Background: an optimization exercise with open tools, aiming at small area, a short achievable clock period and few clock cycles per item. Do not read the settings as production practice.
Function was checked by simulation only, so behaviour that the tests miss may differ from the original.
No activity file was given, so power comes from the tool's default toggle rates.

==> flow/design.v (excerpt) <==
module framed_target_stepper_sequencer #(
    parameter int STEP_WIDTH = 12
) (
    input  logic        aclk,
    input  logic        aresetn,
    input  logic        s_tvalid,
    output logic        s_tready,
    input  logic [7:0]  s_tdata,
    input  logic        s_tuser,
    output logic        m_tvalid,
    input  logic        m_tready,
    output logic [7:0]  m_tdata,
    input  logic        cfg_valid,
    output logic        cfg_ready,
    input  logic [2:0]  cfg_index,
    input  logic [21:0] cfg_wdata
);
==> flow/config.mk <==
export PLATFORM = sky130hd
export DESIGN_NAME = framed_target_stepper_sequencer
export DESIGN_NICKNAME = framed_target_stepper_sequencer
export VERILOG_FILES = /design/flow/design.v
export SDC_FILE = /design/flow/constraint.sdc
export NUM_CORES = 4
export LEC_CHECK = 0
export CAP_MARGIN = 20
export CORE_MARGIN = 2
export CORE_UTILIZATION = 40
export CTS_CLUSTER_DIAMETER = 80
export CTS_CLUSTER_SIZE = 24
export SLEW_MARGIN = 20
export BUFFER_PORTS_ARGS = -buffer_cell sky130_fd_sc_hd__buf_2
export SETUP_SLACK_MARGIN = 7.7
==> flow/constraint.sdc <==
create_clock -name core_clock -period 11.0 [get_ports {aclk}]
set_input_delay 2.2000 -clock core_clock [delete_from_list [all_inputs] [get_ports {aclk}]]
set_output_delay 2.2000 -clock core_clock [all_outputs]
set_load 0.01 [all_outputs]
standard.sh (not shown) runs the stock make flow with config.mk's settings and CLKGATE_MAP_FILE= SYNTH_SCRIPT=/design/flow/synth_recipe.tcl, a recipe that flattens the netlist after the stock synthesis.
==> flow/flow/run.sh <==
#!/bin/bash
# Standard ORFS layout (the standard.sh, standard synthesis), with two changes
# read from flow/extra.mk: plain buf_2 port buffers instead of delay buffers, and a
# larger setup slack margin so that repair_timing works below the 11 ns clock.
# The make output goes to std_flow.log; each ORFS step logs under orfs/logs.
set -euo pipefail
cfg=${FLOW_CONFIG:-config.mk}
cat flow/extra.mk >> "$cfg"
bash standard.sh finish > std_flow.log 2>&1
==> flow/flow/extra.mk <==
export BUFFER_PORTS_ARGS = -buffer_cell sky130_fd_sc_hd__buf_2
export SETUP_SLACK_MARGIN = 7.7
Testbench counts at the start, summed over its fixed seeds: cycles 160,236, items 160,000.
Edit:
Settings changed: CTS_CLUSTER_DIAMETER 80 to 90, CTS_CLUSTER_SIZE 24 to 28, PLACE_DENSITY set to 0.72.
The new run passed the timing, DRC and antenna checks.
Sequential share of layout area climbs by 0.42 points.
Cell count went down by about 0.55%.
Wire length drops by 4.3%.
Count of clock-buffer cells in the layout is lower by 6.
Worst setup slack improves by 0.020 ns.
Die area does not change.
Total power shrinks by 5.8%.
Design area goes down by about 1%.
Synthesized area is unchanged.
Edit:
Settings changed: PLACE_DENSITY 0.72 to not set.
Routed wire length climbs by 4.1%.
Non-clock buffer count is higher by 4.
Area after synthesis does not change.
Cell area is higher by 0.67%.

---

framed_target_stepper_sequencer, a different RTL version from the one above (not shown whole).
Size in the first run: ~1400 cells after synthesis, roughly 240 flip-flops, ~50 I/O pins, roughly 15000 um^2 of cells after synthesis.
==> flow/design.v (excerpt) <==
module framed_target_stepper_sequencer #(
    parameter int STEP_WIDTH = 12
) (
    input  logic        aclk,
    input  logic        aresetn,
    input  logic        s_tvalid,
    output logic        s_tready,
    input  logic [7:0]  s_tdata,
    input  logic        s_tuser,
    output logic        m_tvalid,
    input  logic        m_tready,
    output logic [7:0]  m_tdata,
    input  logic        cfg_valid,
    output logic        cfg_ready,
    input  logic [2:0]  cfg_index,
    input  logic [21:0] cfg_wdata
);
    logic rst_q;
    always_ff @(posedge aclk) rst_q <= !aresetn;
    logic [7:0]  ox, oy;
    logic [21:0] sx, sy;
    logic [11:0] lim;
    logic [15:0] hx, hy;
    logic [17:0] pt;
    assign cfg_ready = 1'b1;
    logic [21:0] wd_lo, wd_hi;
    logic [7:0]  cfg_we;
    assign wd_lo = cfg_wdata & ~{22{rst_q}};
    assign wd_hi = cfg_wdata | {22{rst_q}};
    function automatic logic [21:0] wd_rst(logic [21:0] rv, logic [21:0] lo, logic [21:0] hi);
        wd_rst = (rv & hi) | (~rv & lo);
    endfunction
    logic [21:0] d_ox, d_oy, d_sx, d_sy, d_lim, d_hx, d_hy, d_pt;
    assign d_ox  = wd_rst(22'(ftss_pkg::RST_ORIGIN_X), wd_lo, wd_hi);
    assign d_oy  = wd_rst(22'(ftss_pkg::RST_ORIGIN_Y), wd_lo, wd_hi);
  ...
export LEC_CHECK = 0
export CAP_MARGIN = 20
export CORE_MARGIN = 2
export CORE_UTILIZATION = 40
export CTS_CLUSTER_DIAMETER = 90
export CTS_CLUSTER_SIZE = 28
export SLEW_MARGIN = 20
export BUFFER_PORTS_ARGS = -buffer_cell sky130_fd_sc_hd__buf_2
export SETUP_SLACK_MARGIN = 7.7
create_clock -name core_clock -period 11.0 [get_ports {aclk}]
Scripts as last shown in full above: flow/flow/run.sh, flow/flow/extra.mk
Testbench counts at the start, summed over its fixed seeds: cycles 160,236, items 160,000.
Then changed:
--- a/flow/config.mk
+++ b/flow/config.mk
@@ -11,4 +11,5 @@
 export CTS_CLUSTER_DIAMETER = 90
 export CTS_CLUSTER_SIZE = 28
+export PLACE_DENSITY = 0.72
 export SLEW_MARGIN = 20
 export BUFFER_PORTS_ARGS = -buffer_cell sky130_fd_sc_hd__buf_2
Via count shrinks by 0.31%.
Cell area fell by 0.79%.
Critical path depth is unchanged.
Routed wire length came out lower by 7.6%.
Power goes down by 6.1%.
Global-route usage shrinks by 1.5 points.
Sequential power barely changes.
Then changed:
--- a/flow/config.mk
+++ b/flow/config.mk
@@ -8,5 +8,5 @@
 export CAP_MARGIN = 20
 export CORE_MARGIN = 2
-export CORE_UTILIZATION = 40
+export CORE_UTILIZATION = 60
 export CTS_CLUSTER_DIAMETER = 90
 export CTS_CLUSTER_SIZE = 28
Worst setup slack gets worse by 4.6 ps.
Final cell count shrinks by 7.2%.
Clock power grows by 16%.
Critical path depth stays the same.
Hold slack gets worse by 4.6 ps.
Total power grows by 4.8%.
Design area stays flat.
Utilization grows by 22 points.
Wire length grows by 2.5%.
Area after synthesis stays the same.

static timing again, ports no longer ideal:
Ports are ideal in the flow. The routed layouts listed here were re-timed in OpenROAD.
Step 1 sets driving cells, clkbuf_16 on the clock port and buf_2 on the other inputs (assumed; they add their load-dependent delay and slew).
Step 2 moves the port delays by t, midway between the first and last clock arrival at a register: inputs arrive t later, outputs are due t later. That takes back most of the time a late clock gives input paths.
a / b / c = no drivers / after step 1 / after step 2; a / b = the first two.
| run | shift t [ns] | slack for setup (ns) | worst setup path after step 2 | worst slew at a driven data input, ns |
|---|---|---|---|---|
| the first run of note 1 | 0.559 | 7.751 / 7.699 / 7.323 | input to register | 0.04 |
| the second run of note 1 | 0.536 | 7.771 / 7.725 / 7.315 | input to register | 0.04 |
| the third run of note 1 | 0.552 | 7.757 / 7.707 / 7.330 | input to register | 0.04 |
| the first run of note 2 | 0.556 | 7.729 / 7.676 / 7.247 | input to register | 0.04 |
| the second run of note 2 | 0.547 | 7.763 / 7.711 / 7.446 | input to register | 0.04 |
| the third run of note 2 | 0.550 | 7.759 / 7.710 / 7.382 | input to register | 0.06 |
After both steps every run listed still meets setup and hold. For the first run of note 2, which loses most, drivers alone change the setup slack by -0.053 ns; drivers and shift together by -0.482 ns.
